What follows belongs to an exercise in optimizing a design on an open flow for small area, a short achievable clock period and few clock cycles per item; a production flow would make more cautious choices.
Only simulation tests tie the RTL to the original design; equivalence was not proved.
Power and IR drop assume default switching activity.

==> flow/design.v, too long to show whole: its modules and the start of the top module <==
// module aqic_band: 96 lines
// module aqic_interp: 73 lines
// module aqic_mul: 993 lines
// module air_quality_index_classifier: 80 lines
module air_quality_index_classifier (
  input  logic        clk,
  input  logic        rst_n,
  input  logic        in_valid,
  output logic        in_ready,
  input  logic        in_pollutant,
  input  logic [15:0] in_concentration_tenths,
  output logic        out_valid,
  input  logic        out_ready,
  output logic [9:0]  out_index_value,
  output logic [2:0]  out_category,
  input  logic        cfg_valid,
  output logic        cfg_ready,
  input  logic [1:0]  cfg_index_scheme
);
  // ...
==> flow/run.sh <==
#!/bin/bash
# synth_recipe.tcl (not shown) runs the flow's synth.tcl, then flattens the netlist and writes it again
# the make line also repeats each setting of config.mk as NAME=value (left out here)
make -C /OpenROAD-flow-scripts/flow DESIGN_CONFIG=/design/flow/config.mk WORK_HOME=/design/flow/orfs CLKGATE_MAP_FILE= SYNTH_SCRIPT=/design/flow/synth_recipe.tcl finish
==> flow/config.mk <==
export PLATFORM = sky130hd
export DESIGN_NAME = air_quality_index_classifier
export DESIGN_NICKNAME = air_quality_index_classifier
export VERILOG_FILES = /design/flow/design.v
export SDC_FILE = /design/flow/constraint.sdc
export NUM_CORES = 4
export LEC_CHECK = 0
export ABC_AREA = 1
export CAP_MARGIN = 20
export CORE_MARGIN = 2
export CORE_UTILIZATION = 40
export SETUP_SLACK_MARGIN = 5
export SLEW_MARGIN = 20
==> flow/constraint.sdc <==
create_clock -name core_clock -period 10.0 [get_ports {clk}]
set_input_delay 2.0000 -clock core_clock [delete_from_list [all_inputs] [get_ports {clk}]]
set_output_delay 2.0000 -clock core_clock [all_outputs]
set_load 0.01 [all_outputs]
==> reports/results.txt, run 1 <==
Ant. Diodes = 0
count of buffers added by post-CTS timing repair for setup = 15
met3 layer wire length in the routed design = 3010 microns
total placed instance area = 10600 sq um
ports placed on the boundary = 40
time the worst path needs with I/O delays and setup = 4.92 ns
Post-Route M1 WL = 16400 microns
PnR worst setup slack = 5.08 ns
horizontal die dimension = 161 microns
Largest register FFs = 22
critical path class = primary input to output port
Hold Worst Slack = 0.431 ns
arrival time at the worst endpoint = 2.92 ns
pin count of the biggest net entering global routing = 65
quantity of I/O buffers inserted on ports = 38
sequential cell power = 651 uW
clock transition at the registers of the reported paths = 0.08 ns
final sequential cell count = 88
pin slew with the least headroom to its limit = 0.889 ns
Yosys warning count = 3
number of buffers outside the clock class in the layout = 67
clock share of power = 9.4%
standard-cell row count = 57
final setup vio count = 0
insertion delay of the later-clocked pin in the worst-skew pair = 0.35 ns
CTS Root Buffer Type = sky130_fd_sc_hd__clkbuf_16
initial antenna violation count = 0
Worst setup endpoint = in_ready
share of power burned in registers = 17.7%
flip-flop and latch count after synthesis = 88
result of the run = finished clean
mux share of post-synthesis cell area = 0%
Testbench counts, summed over its fixed seeds: cycles 8,096, items 8,000.
==> inputs of run 2 (changes only) <==
--- a/flow/config.mk
+++ b/flow/config.mk
@@ -11,3 +11,4 @@
 export CORE_UTILIZATION = 40
 export SETUP_SLACK_MARGIN = 5
 export SLEW_MARGIN = 20
+export TNS_END_PERCENT = 0
==> reports/results.txt, run 2 <==
result of the run = finished clean
violation count after the first detailed-routing iteration = 1126
NumNets Final = 1541
synthesized area per cell = 7.14 sq um
registers with the highest flip-flop counts = a_r: 22 flops, dig_r: 17 flops
core outline area = 24300 sq um
distinct cell type count of the synthesized netlist = 51
top library cells by usage in the layout, fill and taps aside = sky130_fd_sc_hd__inv_1 (247), sky130_fd_sc_hd__nand2_1 (220), sky130_fd_sc_hd__nor2_1 (197)
Yosys warning count = 3 (unchanged)
number of buffers added by the clock tree synthesis step = 9
Net Count, Synth = 1494
total clock sinks = 88
worst supply voltage drop on vdd = 570 uV
horizontal die dimension = 161 microns (unchanged)
number of levels the H-tree was split into = 3
pins over their slew limit = 0
initial antenna violation count = 0 (unchanged)
DR vias/cell = 5.71
part of the total power dissipated in combinational logic = 73.0%
register with the highest flop count = a_r
detail-routed net length per standard cell = 20.6 microns
highest clock frequency the design can meet = 203 MHz
grt ovf = 0
RSZ-0062 raised after global routing = true
most common flop cell mapped by yosys = sky130_fd_sc_hd__edfxtp_1
Relative slew margins = 41.4%
number of DRC violations after detailed routing = 0
top cells by area in the synthesized netlist = sky130_fd_sc_hd__edfxtp_1 (25%), sky130_fd_sc_hd__fa_1 (10%), sky130_fd_sc_hd__inv_1 (9.6%)
biggest area consumer among synthesized cells = sky130_fd_sc_hd__edfxtp_1
share of layout cells above drive strength 1 = 7.46%
setup TNS = 0 ns
standard-cell row count = 57 (unchanged)
power density over the cells = 330 nW/um^2
design internal power = 1940 uW
HPWL after detailed placement = 29000 microns
time the worst path needs with I/O delays and setup = 4.92 ns (-0.000150 ns)
Post-synth EDFFs = 83
dominant cell by count in the synthesized netlist = sky130_fd_sc_hd__inv_1
detailed-route wire length = 36300 microns
part of the cycle the worst path needs = 49.2%
clock transition at the registers of the reported paths = 0.07 ns (about the same)
Largest register FFs = 22 (unchanged)
standby leakage power = 0.00537 uW
share of power burned in registers = 17.7% (about the same)
Final Power = 3680 uW
fraction of the yosys area taken by sequential cells = 26.2%
Worst setup EP type = output port
initial cell density of the core = 40.6%
WP data required = 8.00 ns
via count = 10000
top cells by instance count after synthesis = sky130_fd_sc_hd__inv_1 (252), sky130_fd_sc_hd__nand2_1 (221), sky130_fd_sc_hd__nor2_1 (199)
die outline area = 26000 sq um
via count of the first global-routing pass = 9667
category of the worst setup path launch point = primary input
final setup vio count = 0 (unchanged)
GRT Util Overall = 28.1%
clock tree buffer depth = 2
flip-flop and latch count after synthesis = 88 (unchanged)
critical path class = primary input to output port
ports placed on the boundary = 40 (unchanged)
leading cell type in the layout, fill and taps excluded = sky130_fd_sc_hd__inv_1
Cells after Synth = 1383
post-synth top area share = 25.2%
fraction of registers with async set/reset = 0%
wire length of the first global-routing pass = 56300 microns
Ant. Diodes = 0 (unchanged)
netlist area before placement = 9880 sq um
post-route clock skew = 0.0186 ns
maximum fanout count along the critical path = 12
Die H = 161 microns
number of max-capacitance violations reported = 0
TritonCTS clock tree = done
switching component of the power = 1740 uW
worst min-delay path category = flop to flop
endpoints failing hold = 0
pin count of the biggest net entering global routing = 65 (unchanged)
clock share of power = 9.4% (about the same)
quantity of I/O buffers inserted on ports = 38 (unchanged)
post-route antenna net violation count = 0
first-pass iteration count of the detailed router = 6
Switching Share = 47.3%
growth of design area from synthesis to finish = 13.1%
pin slew with the least headroom to its limit = 0.869 ns (-0.0199 ns)
insertion delay of the later-clocked pin in the worst-skew pair = 0.35 ns (about the same)
arrival time at the worst endpoint = 2.92 ns (about the same)
cts-stage hold buffer count = 0
routability-driven placement congestion ratio = 1.02
CTS Root Buffer Type = sky130_fd_sc_hd__clkbuf_16
[run 2: layout make-up]
class	count	area (sq um)
Timing Repair Buffer	65	621
Fill cell	2521	13100
Tap cell	324	405
Clock inverter	7	72.6
Clock buffer	9	225
Sequential cell	88	2590
Multi-Input combinational cell	990	6180
Inverter	276	1070
[run 2: cells by family after synthesis]
logic type / synth area share [%]
AOI/OAI and AO/OA: 13.8
buffers and inverters: 12.0
other: 0.0380
and+or+nand+nor: 27.4
DFF: 26.2
adders and majority gates: 14.9
xor gates and xnor gates: 5.59
[run 2: power by group through the flow]
stage	Combinational (uW)	Clock [uW]	Sequential (uW)
2_1_floorplan	1760	0	643
3_3_place_gp	2280	0	663
3_5_place_dp	2320	0	665
4_1_cts	2400	355	656
5_1_grt	3070	369	660
6_report	2690	344	650
[run 2: stage by stage]
step / cells / utilization, % / instance area, sq um / setup slack [ns] / hold WS, ns
detailed placement: 1720 / 43.4 / 10600 / 4.45 / 0.416
global placement: 1720 / 43.4 / 10600 / 4.47 / 0.402
floorplan: 1383 / - / 9890 / 4.87 / 0.400
global route: 1759 / 45.9 / 11200 / 4.91 / 0.455
finish: 1759 / 45.9 / 11200 / 5.08 / 0.430
CTS: 1745 / 45.2 / 11000 / 4.89 / 0.433
[run 2: path summary, 6_finish.rpt]
check / cells past startpoint / slack [ns] / endpoint / startpoint
min: 0 / 0.43 / out_cat_r[1] / cat_r[1]
min reg2reg: 0 / 0.43 / out_cat_r[1] / cat_r[1]
max reg2reg: 20 / 5.10 / out_idx_r[7] / x_b_r[8]
max: 5 / 5.08 / in_ready / out_ready
[run 2: routing by layer]
| metal | up-vias | global-route usage (%) | wire (microns) |
|---|---|---|---|
| met1 | 4771 | 41.0 | 16300 |
| met3 | 78 | 4.57 | 3130 |
| met2 | 534 | 42.7 | 15800 |
| met4 | 0 | 8.52 | 1070 |
| met5 | - | 0 | 0 |
| li1 | 4657 | - | - |
[run 2: critical path: stages]
cell and delay, ns:
sky130_fd_sc_hd__dlygate4sd2_1 0.25, sky130_fd_sc_hd__nor2_4 0.14, sky130_fd_sc_hd__clkinvlp_4 0.12, sky130_fd_sc_hd__buf_12 0.16
sky130_fd_sc_hd__clkdlybuf4s15_2 0.23
[run 2: repair_timing]
item	in CTS	in global routing
gates resized for setup	17	17
setup endpoints to repair	7	8
pin swaps	1	12
setup buffers	8	14
cloned	1	0
==> inputs of run 3 (changes only) <==
--- a/flow/config.mk
+++ b/flow/config.mk
@@ -8,7 +8,7 @@
 export ABC_AREA = 1
 export CAP_MARGIN = 20
 export CORE_MARGIN = 2
-export CORE_UTILIZATION = 40
+export CORE_UTILIZATION = 65
+export PLACE_DENSITY = 0.75
 export SETUP_SLACK_MARGIN = 5
 export SLEW_MARGIN = 20
-export TNS_END_PERCENT = 0
==> reports/results.txt, run 3 <==
netlist area before placement = 9880 sq um (unchanged)
pin slew with the least headroom to its limit = 0.930 ns (+0.0604 ns)
final design instance area without fill = 11100 sq um (-0.63%)
pins over their slew limit = 0 (unchanged)
detailed-route wire length = 37500 microns (+3.4%)
die outline area = 16200 sq um (-38%)
critical path class = flop to flop
met3 layer wire length in the routed design = 5000 microns (+60%)
biggest area consumer among synthesized cells = sky130_fd_sc_hd__edfxtp_1
maximum fanout count along the critical path = 6 (-6)
Die H = 127 microns (-21%)
fraction of the yosys area taken by sequential cells = 26.2% (unchanged)
register with the highest flop count = a_r
setup TNS = 0 ns (unchanged)
time the worst path needs with I/O delays and setup = 5.57 ns (+0.653 ns)
highest signal layer in the routed design = met4
leading cell type in the layout, fill and taps excluded = sky130_fd_sc_hd__inv_1
share of layout cells above drive strength 1 = 8.66% (+1.2 points)
routability-driven placement congestion ratio = 1.12 (+9.3%)
flip-flop and latch count after synthesis = 88 (unchanged)
fraction of registers with async set/reset = 0% (unchanged)
most common flop cell mapped by yosys = sky130_fd_sc_hd__edfxtp_1
quantity of I/O buffers inserted on ports = 38 (unchanged)
RSZ-0062 raised after global routing = true
NumNets Final = 1550 (+0.58%)
power density over the cells = 400 nW/um^2 (+21%)
total clock sinks = 88 (unchanged)
CTS Root Buffer Type = sky130_fd_sc_hd__clkbuf_16
post-synth top area share = 25.2% (unchanged)
ports placed on the boundary = 40 (unchanged)
synthesized-area fraction occupied by adder cells = 14.9% (unchanged)
fraction of the core area covered by cells at the end of the flow = 73.9% (+28 points)
wire length of the first global-routing pass = 53100 microns (-5.6%)
worst min-delay path category = flop to flop
Final Power = 4440 uW (+21%)
arrival time at the worst endpoint = 5.68 ns (+2.76 ns)
clock tree buffer depth = 2 (unchanged)
fill cell total of the finished layout = 1095 (-57%)
number of levels the H-tree was split into = 3 (unchanged)
DR vias/cell = 6.73 (+18%)
core outline area = 15000 sq um (-38%)
number of DRC violations after detailed routing = 0 (unchanged)
first-pass iteration count of the detailed router = 7 (+1)
worst supply voltage drop on vdd = 639 uV (+12%)
TritonCTS clock tree = done
horizontal die dimension = 127 microns (-21%)
top library cells by usage in the layout, fill and taps aside = sky130_fd_sc_hd__inv_1 (245), sky130_fd_sc_hd__nand2_1 (219), sky130_fd_sc_hd__nor2_1 (197)
highest clock frequency the design can meet = 180 MHz (-12%)
largest family of logic cells by synthesized area = simple AND/OR/NAND/NOR gates
total placed instance area = 10400 sq um (-1.8%)
Worst setup EP type = flop
initial cell density of the core = 65.7% (+25 points)
via count = 11000 (+9.4%)
Yosys warning count = 3 (unchanged)
part of the cycle the worst path needs = 55.7% (+6.5 points)
post-route antenna net violation count = 0 (unchanged)
number of max-capacitance violations reported = 0 (unchanged)
registers with the highest flip-flop counts = a_r: 22 flops, dig_r: 17 flops
result of the run = finished clean
complex-gate fraction of the synthesized area = 13.8% (unchanged)
GRT Util Overall = 42.4% (+14 points)
standby leakage power = 0.00541 uW (+0.73%)
total length of routed met2 wires = 16500 microns (+4.5%)
grt ovf = 0 (unchanged)
Ant. Diodes = 0 (unchanged)
clock transition at the registers of the reported paths = 0.07 ns (about the same)
growth of design area from synthesis to finish = 12.4%
final setup vio count = 0 (unchanged)
detail-routed net length per standard cell = 23.0 microns (+11%)
pin count of the biggest net entering global routing = 73 (+12%)
number of buffers added by the clock tree synthesis step = 9 (unchanged)
category of the worst setup path launch point = flop
insertion delay of the later-clocked pin in the worst-skew pair = 0.36 ns (about the same)
endpoints failing hold = 0 (unchanged)
top cells by instance count after synthesis = sky130_fd_sc_hd__inv_1 (252), sky130_fd_sc_hd__nand2_1 (221), sky130_fd_sc_hd__nor2_1 (199)
violation count after the first detailed-routing iteration = 2122 (+88%)
Relative slew margins = 38.0% (-3.4 points)
xor-xnor portion of the synthesized cell area = 5.59% (unchanged)
post-route clock skew = 0.0108 ns (-0.00776 ns)
mux share of post-synthesis cell area = 0% (unchanged)
basic-gate share of the synthesized area counting and, or, nand and nor cells = 27.4% (unchanged)
HPWL after detailed placement = 25200 microns (-13%)
synthesized area per cell = 7.14 sq um (unchanged)
Largest register FFs = 22 (unchanged)
Post-synth EDFFs = 83 (unchanged)
initial antenna violation count = 0 (unchanged)
dominant cell by count in the synthesized netlist = sky130_fd_sc_hd__inv_1
WP data required = 10.11 ns (+2.11 ns)
Net Count, Synth = 1494 (unchanged)
top cells by area in the synthesized netlist = sky130_fd_sc_hd__edfxtp_1 (25%), sky130_fd_sc_hd__fa_1 (10%), sky130_fd_sc_hd__inv_1 (9.6%)
standard-cell row count = 45 (-21%)
Cells after Synth = 1383 (unchanged)
cts-stage hold buffer count = 0 (unchanged)
Post-Route M1 WL = 12500 microns (-23%)
via count of the first global-routing pass = 10100 (+4.6%)
distinct cell type count of the synthesized netlist = 51 (unchanged)
-- run 3: cell counts after synthesis --
No cell type changed its count.
-- run 3: worst max-delay path: stages, from the launching register on --
cell                         delay [ns]
sky130_fd_sc_hd__edfxtp_1          0.43
sky130_fd_sc_hd__clkinvlp_4        0.22
sky130_fd_sc_hd__o22ai_4           0.19
sky130_fd_sc_hd__xor2_2            0.34
sky130_fd_sc_hd__fa_1              0.51
sky130_fd_sc_hd__inv_2             0.08
sky130_fd_sc_hd__fa_2              0.52
sky130_fd_sc_hd__fa_1              0.59
sky130_fd_sc_hd__fa_1              0.46
sky130_fd_sc_hd__ha_1              0.35
sky130_fd_sc_hd__nand2_2           0.09
sky130_fd_sc_hd__nor2_4            0.11
sky130_fd_sc_hd__nand4_1           0.11
sky130_fd_sc_hd__o21ai_2           0.42
sky130_fd_sc_hd__nand3_2           0.18
sky130_fd_sc_hd__nand2_4           0.13
sky130_fd_sc_hd__a21oi_4           0.06
sky130_fd_sc_hd__o21ai_2           0.20
sky130_fd_sc_hd__a31oi_1           0.14
sky130_fd_sc_hd__xor2_1            0.16
-- run 3: cell type report --
| type | count | area (sq um) | share of cell area (%) |
|---|---|---|---|
| timing repair buffer | 74 | 648 | 5.84 |
| clock inverter | 7 | 101 | 0.913 |
| multi-input combinational | 990 | 6220 | 56.0 |
| inverter | 276 | 1080 | 9.75 |
| sequential | 88 | 2590 | 23.3 |
| tap | 188 | 235 | 2.12 |
| clock buffer | 9 | 225 | 2.03 |
-- run 3: final timing paths --
check | start | end | slack [ns] | depth (start not counted)
setup / recovery | dig_r[7] | out_idx_r[7] | 4.43 | 19
hold / removal | cat_r[1] | out_cat_r[1] | 0.42 | 0
setup reg to reg | dig_r[7] | out_idx_r[7] | 4.43 | 19
hold reg to reg | cat_r[1] | out_cat_r[1] | 0.42 | 0
-- run 3: what timing repair did --
item,4_1_cts,5_1_grt
buffers inserted,16,18
gates cloned,0,0
setup endpoints to repair,6,9
resized for setup,14,31
pin swaps,2,13
-- run 3: power by group --
part | total [uW] | switching (uW) | internal, uW
combinational | 3410 | 2080 | 1320
sequential | 656 | 58.2 | 598
clock | 377 | 156 | 221
total | 4440 | 2300 | 2140
-- run 3: layer usage --
layer	vias up	GRT usage, %
li1	4695	-
met4	0	25.7
met2	1078	69.6
met1	4878	51.0
met3	330	9.42
met5	-	0
-- run 3: per-stage QoR --
step | hold slack, ns | setup slack, ns | std cells
2_1_floorplan | 0.400 | 4.87 | 1383
3_3_place_gp | 0.401 | 4.51 | 1582
3_5_place_dp | 0.408 | 4.46 | 1582
4_1_cts | 0.423 | 5.00 | 1614
5_1_grt | 0.435 | 4.37 | 1632
6_report | 0.423 | 4.43 | 1632
-- run 3: cell families after synthesis --
kind of cell	Yosys count
buf+inv	305
other cells	1
flops	88
fa+ha+maj	87
xor+xnor	63
simple gates	607
compound gates	232

[port drivers added, routing unchanged]
How much do the figures lean on ideal ports? The routed layouts below were timed once more, with nothing changed but the port constraints. Step 1 sets driving cells, clkbuf_16 on the clock port and buf_2 on the other inputs (assumed; they add their load-dependent delay and slew). Step 2 times the ports against the registers' clock, not the clock port: input delays grow and output delays shrink by t, the midpoint of the rising clock arrivals with the driver on. a / b / c = no drivers / after step 1 / after step 2; a / b = the first two.
| run | shift t [ns] | slack for setup (ns) | worst setup path after step 2 | latest minus earliest clock arrival (ns) |
|---|---|---|---|---|
| run 1 | 0.394 | 5.084 / 5.067 / 4.780 | input to register | 0.017 / 0.017 |
| run 2 | 0.395 | 5.085 / 5.067 / 4.796 | input to register | 0.019 / 0.019 |
| run 3 | 0.402 | 4.431 / 4.431 / 4.431 | register to register | 0.011 / 0.011 |
After both steps every run listed still meets setup and hold. The setup slack of run 1, which loses most, moves by -0.017 ns with the drivers and by -0.304 ns with both steps.
